This design comes from an exercise in tuning for small area, a short achievable clock period and few clock cycles on the open sky130 flow, not from production work. Function was checked by simulation only, so behaviour that the tests miss may differ from the original. Power is estimated from default activity; no workload was simulated.

Setup of job 7536:
==> flow/design.v <==
`default_nettype none
package srt_pkg;
	parameter int APB_DATA_W = 32;	 
	parameter int EST_W = 5;	 
	typedef enum logic [2:0] {
		QD_ZERO = 3'b000,
		QD_POS1 = 3'b001,
		QD_POS2 = 3'b010,
		QD_NEG2 = 3'b110,
		QD_NEG1 = 3'b111
	} qdigit_e;
	typedef enum logic [7:0] {
		ADDR_DIVIDEND = 8'h00,
		ADDR_DIVISOR = 8'h04,	 
		ADDR_STATUS = 8'h08,
		ADDR_RESULT = 8'h0C	 
	} reg_addr_e;
endpackage
`default_nettype wire
`timescale 1ns/10ps
`default_nettype none
module srt_div_top (
	input logic clk,
	input logic arst_n,
	input logic psel,
	input logic penable,
	input logic pwrite,
	input logic [7:0] paddr,
	input logic [srt_pkg::APB_DATA_W-1:0] pwdata,
	output logic [srt_pkg::APB_DATA_W-1:0] prdata,
	output logic pready,
	output logic pslverr
);
	localparam logic [7:0] A_DVD = 8'h00;
	localparam logic [7:0] A_DVS = 8'h04;
	localparam logic [7:0] A_STS = 8'h08;
	localparam logic [7:0] A_RES = 8'h0C;
	logic [15:0] dividend;
	logic [31:0] slot [3];		 
	logic [2:0] sdbz;		 
	logic [1:0] sskip [3];		 
	logic [2:0] wr_oh;		 
	logic [2:0] rd_oh;		 
	logic [2:0] nx_oh;		 
	logic [1:0] n_sres;		 
	logic [1:0] n_pend;		 
	logic busy;			 
	logic hold;			 
	logic last;			 
	logic [3:0] cnt;		 
	logic [15:0] ur;		 
	logic [15:0] uq;		 
	logic [15:0] ud;		 
	logic udbz;			 
	logic pre_dbz;			 
	logic [2:0] pre_c;		 
	logic [1:0] pre_skip;
	logic dvd_wr_q;			 
	logic div_wr_q;			 
	logic rd_res_q;			 
	assign pready = 1'b1;
	logic setup;
	logic launch;
	logic pop;
	logic [2:0] n_rdy;		 
	logic rdy_nz;			 
	logic full;			 
	logic [2:0] n_sp;
	logic [31:0] head;		 
	logic head_dbz;
	assign setup = psel & ~penable;
	assign launch = div_wr_q;
	assign pop = rd_res_q;
	assign n_rdy = {1'b0, n_sres} + {2'b0, hold};
	assign rdy_nz = (n_sres != 2'd0) | hold;
	assign n_sp = {1'b0, n_sres} + {1'b0, n_pend};
	assign full = n_sp[2] | ((n_sp == 3'd3) & (busy | hold));
	always_comb begin
		if (n_sres != 2'd0) begin
			head = ({32{rd_oh[0]}} & slot[0]) | ({32{rd_oh[1]}} & slot[1]) |
				({32{rd_oh[2]}} & slot[2]);
			head_dbz = |(rd_oh & sdbz);
		end else begin
			head = {ur, uq};
			head_dbz = udbz;
		end
	end
	always_ff @(posedge clk or negedge arst_n) begin
		if (!arst_n) begin
			dvd_wr_q <= 1'b0;
			div_wr_q <= 1'b0;
			rd_res_q <= 1'b0;
		end else begin
			dvd_wr_q <= setup & pwrite & (paddr == A_DVD);
			div_wr_q <= setup & pwrite & (paddr == A_DVS) & ~full;
			rd_res_q <= setup & ~pwrite & (paddr == A_RES) & rdy_nz;
		end
	end
	always_ff @(posedge clk) begin
		pslverr <= (pwrite & (paddr == A_DVS) & full) |
			(~pwrite & (paddr == A_RES) & ~rdy_nz);
		case (paddr)
			A_DVD: prdata <= {16'b0, dividend};
			A_STS: prdata <= {24'b0, 1'b0, n_rdy, 2'b0,
				head_dbz & rdy_nz, rdy_nz};
			A_RES: prdata <= rdy_nz ? head : 32'b0;
			default: prdata <= 32'b0;
		endcase
	end
	always_ff @(posedge clk) begin
		if (dvd_wr_q)
			dividend <= pwdata[15:0];
	end
	logic [16:0] sx;
	logic [17:0] sd;
	logic sq;
	logic [15:0] nr;		 
	logic [15:0] nq;
	assign sx = {ur, uq[15]};
	logic [16:0] bg [6];		 
	logic [16:0] bp [6];		 
	logic [16:0] sdx;		 
	assign sdx = sx ^ {1'b0, ud};
	assign bg[0] = ~sx & {1'b0, ud};
	assign bp[0] = ~sdx;
	for (genvar l = 0; l < 5; l++) begin : g_lvl
		for (genvar i = 0; i < 17; i++) begin : g_bit
			if ((i >> l) & 1) begin : g_comb
				localparam int J = ((i >> l) << l) - 1;
				assign bg[l+1][i] = bg[l][i] | (bp[l][i] & bg[l][J]);
				assign bp[l+1][i] = bp[l][i] & bp[l][J];
			end else begin : g_pass
				assign bg[l+1][i] = bg[l][i];
				assign bp[l+1][i] = bp[l][i];
			end
		end
	end
	assign sd = {bg[5][16], sdx ^ {bg[5][15:0], 1'b0}};
	assign sq = ~sd[17];
	assign nr = sq ? sd[15:0] : sx[15:0];
	assign nq = {uq[14:0], sq};
	logic pend;			 
	logic pop_held;			 
	logic swap_f;			 
	logic swap_h;			 
	logic swap;
	logic load_i;			 
	logic load;
	logic fin_hold;			 
	logic [2:0] wsel;		 
	logic [31:0] bus;		 
	logic bus_dbz;
	logic [31:0] ops;		 
	logic [15:0] la;		 
	logic [15:0] lb;
	logic l_dbz;
	logic [1:0] l_skip;		 
	logic [15:0] lr;		 
	logic [15:0] lq;
	logic [3:0] lcnt;
	assign pend = (n_pend != 2'd0);
	assign pop_held = pop & (n_sres == 2'd0);
	assign swap_f = last & pend & ~launch;
	assign swap_h = hold & pend & ~launch & ~pop_held;
	assign swap = swap_f | swap_h;
	assign load_i = ~busy & ~hold & pend;
	assign load = swap | load_i;
	assign fin_hold = last & ~pend;
	assign ops = ({32{nx_oh[0]}} & slot[0]) | ({32{nx_oh[1]}} & slot[1]) |
		({32{nx_oh[2]}} & slot[2]);
	assign wsel = launch ? wr_oh : swap ? nx_oh : 3'b000;
	assign bus = launch ? {dividend, pwdata[15:0]} :
		hold ? {ur, uq} : {nr, nq};
	assign bus_dbz = launch ? pre_dbz : udbz;
	always_ff @(posedge clk) begin
		pre_dbz <= (pwdata[15:0] == 16'b0);
		pre_c <= {dividend[15:4] < pwdata[15:0], dividend[15:8] < pwdata[15:0],
			dividend[15:12] < pwdata[15:0]};
	end
	assign pre_skip = pre_c[2] ? 2'd3 : pre_c[1] ? 2'd2 : pre_c[0] ? 2'd1 : 2'd0;
	assign la = ops[31:16];
	assign lb = ops[15:0];
	assign l_dbz = |(nx_oh & sdbz);
	assign l_skip = ({2{nx_oh[0]}} & sskip[0]) | ({2{nx_oh[1]}} & sskip[1]) |
		({2{nx_oh[2]}} & sskip[2]);
	always_comb begin
		if (l_dbz) begin
			lr = {1'b0, la[15:1]};
			lq = {la[0], 15'h7fff};
			lcnt = 4'd0;
		end else begin
			case (l_skip)
				2'd3: begin
					lr = {4'b0, la[15:4]};
					lq = {la[3:0], 12'b0};
					lcnt = 4'd3;
				end
				2'd2: begin
					lr = {8'b0, la[15:8]};
					lq = {la[7:0], 8'b0};
					lcnt = 4'd7;
				end
				2'd1: begin
					lr = {12'b0, la[15:12]};
					lq = {la[11:0], 4'b0};
					lcnt = 4'd11;
				end
				default: begin
					lr = 16'b0;
					lq = la;
					lcnt = 4'd15;
				end
			endcase
		end
	end
	always_ff @(posedge clk or negedge arst_n) begin
		if (!arst_n) begin
			busy <= 1'b0;
			last <= 1'b0;
			hold <= 1'b0;
			cnt <= 4'd0;
			wr_oh <= 3'b001;
			rd_oh <= 3'b001;
			nx_oh <= 3'b001;
			n_sres <= 2'd0;
			n_pend <= 2'd0;
		end else begin
			if (load) begin
				busy <= 1'b1;
				cnt <= lcnt;
				last <= l_dbz;
			end else if (fin_hold) begin
				busy <= 1'b0;
				last <= 1'b0;
			end else if (busy & ~last) begin
				cnt <= cnt - 4'd1;
				last <= (cnt == 4'd1);
			end
			if (fin_hold)
				hold <= 1'b1;
			else if (swap_h | pop_held)
				hold <= 1'b0;
			if (launch)
				wr_oh <= {wr_oh[1:0], wr_oh[2]};
			if (load)
				nx_oh <= {nx_oh[1:0], nx_oh[2]};
			if ((pop & ~pop_held) | load_i)
				rd_oh <= {rd_oh[1:0], rd_oh[2]};
			n_sres <= n_sres + {1'b0, swap} - {1'b0, pop & ~pop_held};
			n_pend <= n_pend + {1'b0, launch} - {1'b0, load};
		end
	end
	always_ff @(posedge clk) begin
		if (load) begin
			ur <= lr;
			uq <= lq;
			ud <= lb;
			udbz <= l_dbz;
		end else if ((busy & ~last) | fin_hold) begin
			ur <= nr;
			uq <= nq;
		end
		for (int i = 0; i < 3; i++) begin
			if (wsel[i]) begin
				slot[i] <= bus;
				sdbz[i] <= bus_dbz;
			end
			if (launch & wr_oh[i])
				sskip[i] <= pre_skip;
		end
	end
endmodule
`default_nettype wire
clock: 10.0 ns
lec_check: 0
cap_margin: 20
core_margin: 2
core_utilization: 35
cts_buf_list: sky130_fd_sc_hd__clkbuf_16
cts_cluster_diameter: 80
cts_cluster_size: 30
place_density: 0.5
slew_margin: 20
standard.sh (not shown) runs the stock make flow with config.mk's settings and CLKGATE_MAP_FILE= SYNTH_SCRIPT=/design/flow/synth_recipe.tcl, a recipe that flattens the netlist after the stock synthesis.
==> flow/flow/run.sh <==
#!/bin/bash
set -euo pipefail
MARGIN=$(cat flow/margin.txt)
bash standard.sh synth > synth.log 2>&1
bash standard.sh "SETUP_SLACK_MARGIN=$MARGIN" \
	"BUFFER_PORTS_ARGS=-buffer_cell sky130_fd_sc_hd__buf_1" finish > layout.log 2>&1
==> flow/flow/margin.txt <==
7.2
Testbench counts of job 7536, summed over its fixed seeds: cycles 24,578.
Inputs modified between job 7536 and job 9563:
==> flow/flow/run.sh <==
#!/bin/bash
set -euo pipefail
MARGIN=$(cat flow/margin.txt)
bash standard.sh synth > synth.log 2>&1
bash standard.sh "SETUP_SLACK_MARGIN=$MARGIN" \
	"BUFFER_PORTS_ARGS=-buffer_cell sky130_fd_sc_hd__buf_2" finish > layout.log 2>&1
==> flow/flow/margin.txt <==
6.9
## What came out
Job 9563 vs. job 7536: layout clock buffer count went down by 1. Post-placement worst setup slack, job 7536 and job 9563: larger value in job 9563. In the metrics for job 7536 and job 9563, the one carrying the lower setup fix buffers added after clock tree synthesis is job 9563. In the metrics for job 7536 and job 9563, the one carrying the higher number of buffer and inverter instances along the worst setup path is job 9563.
[inputs] job 7961 vs job 9563
==> flow/flow/run.sh <==
#!/bin/bash
set -euo pipefail
MARGIN=$(cat flow/margin.txt)
bash standard.sh synth > synth.log 2>&1
bash standard.sh "SETUP_SLACK_MARGIN=$MARGIN" \
	"BUFFER_PORTS_ARGS=-buffer_cell sky130_fd_sc_hd__buf_1" finish > layout.log 2>&1
==> flow/flow/margin.txt <==
7.4
Results
Job 7961 reports a higher number of standard cells in the layout, taps in and fillers out than job 9563 does.
The setup slack of job 7961 is larger than that of job 9563.
Summary of job 7961 over job 9563: post-layout minimum cycle time saw a decrease, instance count on the critical path saw a decrease, count of clock buffers in the final design saw a decrease.
Taking job 7961 as 1.0, job 9563 lands at 0.69 on non-clock buffer count.
On finished layout cell area: job 7961 sits above job 9563.
Side by side, pin count of the biggest net entering global routing turned out lower in job 7961 than in job 9563.
The following lists how job 5102 was set up differently from job 7961:
- changing PLACE_DENSITY from 0.5 to 0.6
- changing CORE_UTILIZATION from 35 to 45
- changing CTS_CLUSTER_SIZE from 30 to 20
- changing CTS_CLUSTER_DIAMETER from 80 to 60
==> flow/flow/run.sh <==
#!/bin/bash
set -euo pipefail
MARGIN=$(cat flow/margin.txt)
bash standard.sh synth > synth.log 2>&1
bash standard.sh "SETUP_SLACK_MARGIN=$MARGIN" \
	"BUFFER_PORTS_ARGS=-buffer_cell sky130_fd_sc_hd__buf_2" finish > layout.log 2>&1
==> flow/flow/margin.txt <==
6.9
Findings:
The setup slack of job 5102 is smaller than that of job 7961. Sort job 5102 and job 7961 by number of setup buffers added after CTS, descending, and job 7961 comes first. Comparing fill cell total of the finished layout for job 5102 and job 7961, the bigger number came from job 7961. Job 5102 — clock-buffer cell count 10 higher, job 7961 as reference. Diff job 7961..job 5102 | sequential group power | negligible. Job 5102 reports its capture point of the worst path as prdata[3] while job 7961 reports prdata[9]. Arrival time of data at the critical path endpoint (job 5102 over job 7961): increase, 0.08 ns.
Here is what was changed in the inputs of job 4305 compared with job 5102.
- changing PLACE_DENSITY from 0.6 to 0.5
- changing CTS_CLUSTER_DIAMETER from 60 to 80
- changing CORE_UTILIZATION from 45 to 35
- changing CTS_CLUSTER_SIZE from 20 to 30
==> flow/flow/run.sh <==
#!/bin/bash
set -euo pipefail
MARGIN=$(cat flow/margin.txt)
bash standard.sh synth > synth.log 2>&1
bash standard.sh "SETUP_SLACK_MARGIN=$MARGIN" \
	"BUFFER_PORTS_ARGS=-buffer_cell sky130_fd_sc_hd__buf_1" finish > layout.log 2>&1
==> flow/flow/margin.txt <==
6.7
Notes after the runs:
Of job 4305 and job 5102, the run reporting the higher sequential share of layout area was job 4305.
Job 5102 → job 4305: setup slack after layout now sits lower; number of tap cells inserted went up by 112; combined global-route utilization of all metal layers went down.

## re-timing with driven ports
How much do the figures lean on ideal ports? The routed layouts below were timed once more, with nothing changed but the port constraints.
Step 1 (the two cells are an assumption about what drives the block):
set clk [get_ports {clk}]
set_driving_cell -lib_cell sky130_fd_sc_hd__clkbuf_16 $clk
set_driving_cell -lib_cell sky130_fd_sc_hd__buf_2 [delete_from_list [all_inputs] $clk]
Step 2, shift: input delay + t, output delay - t, t = (earliest + latest rising clock arrival at the registers) / 2. This alone moves slack from input paths to output paths.
a / b / c = ideal ports / drivers / drivers and shift; a / b = the first two.
run | t (ns) | setup WS [ns] | clock arrival spread, ns | worst slew at a driven data input, ns
job 7536 | 0.546 | 7.012 / 6.961 / 6.608 | 0.022 / 0.023 | 0.06
job 9563 | 0.548 | 6.927 / 6.927 / 6.506 | 0.021 / 0.020 | 0.04
job 7961 | 0.560 | 7.024 / 6.969 / 6.587 | 0.034 / 0.034 | 0.06
job 5102 | 0.567 | 6.944 / 6.897 / 6.496 | 0.019 / 0.019 | 0.03
job 4305 | 0.534 | 6.902 / 6.852 / 6.405 | 0.023 / 0.023 | 0.03
After both steps setup and hold are still met in every run listed. For job 4305, which loses most, drivers alone change the setup slack by -0.050 ns; drivers and shift together by -0.497 ns.
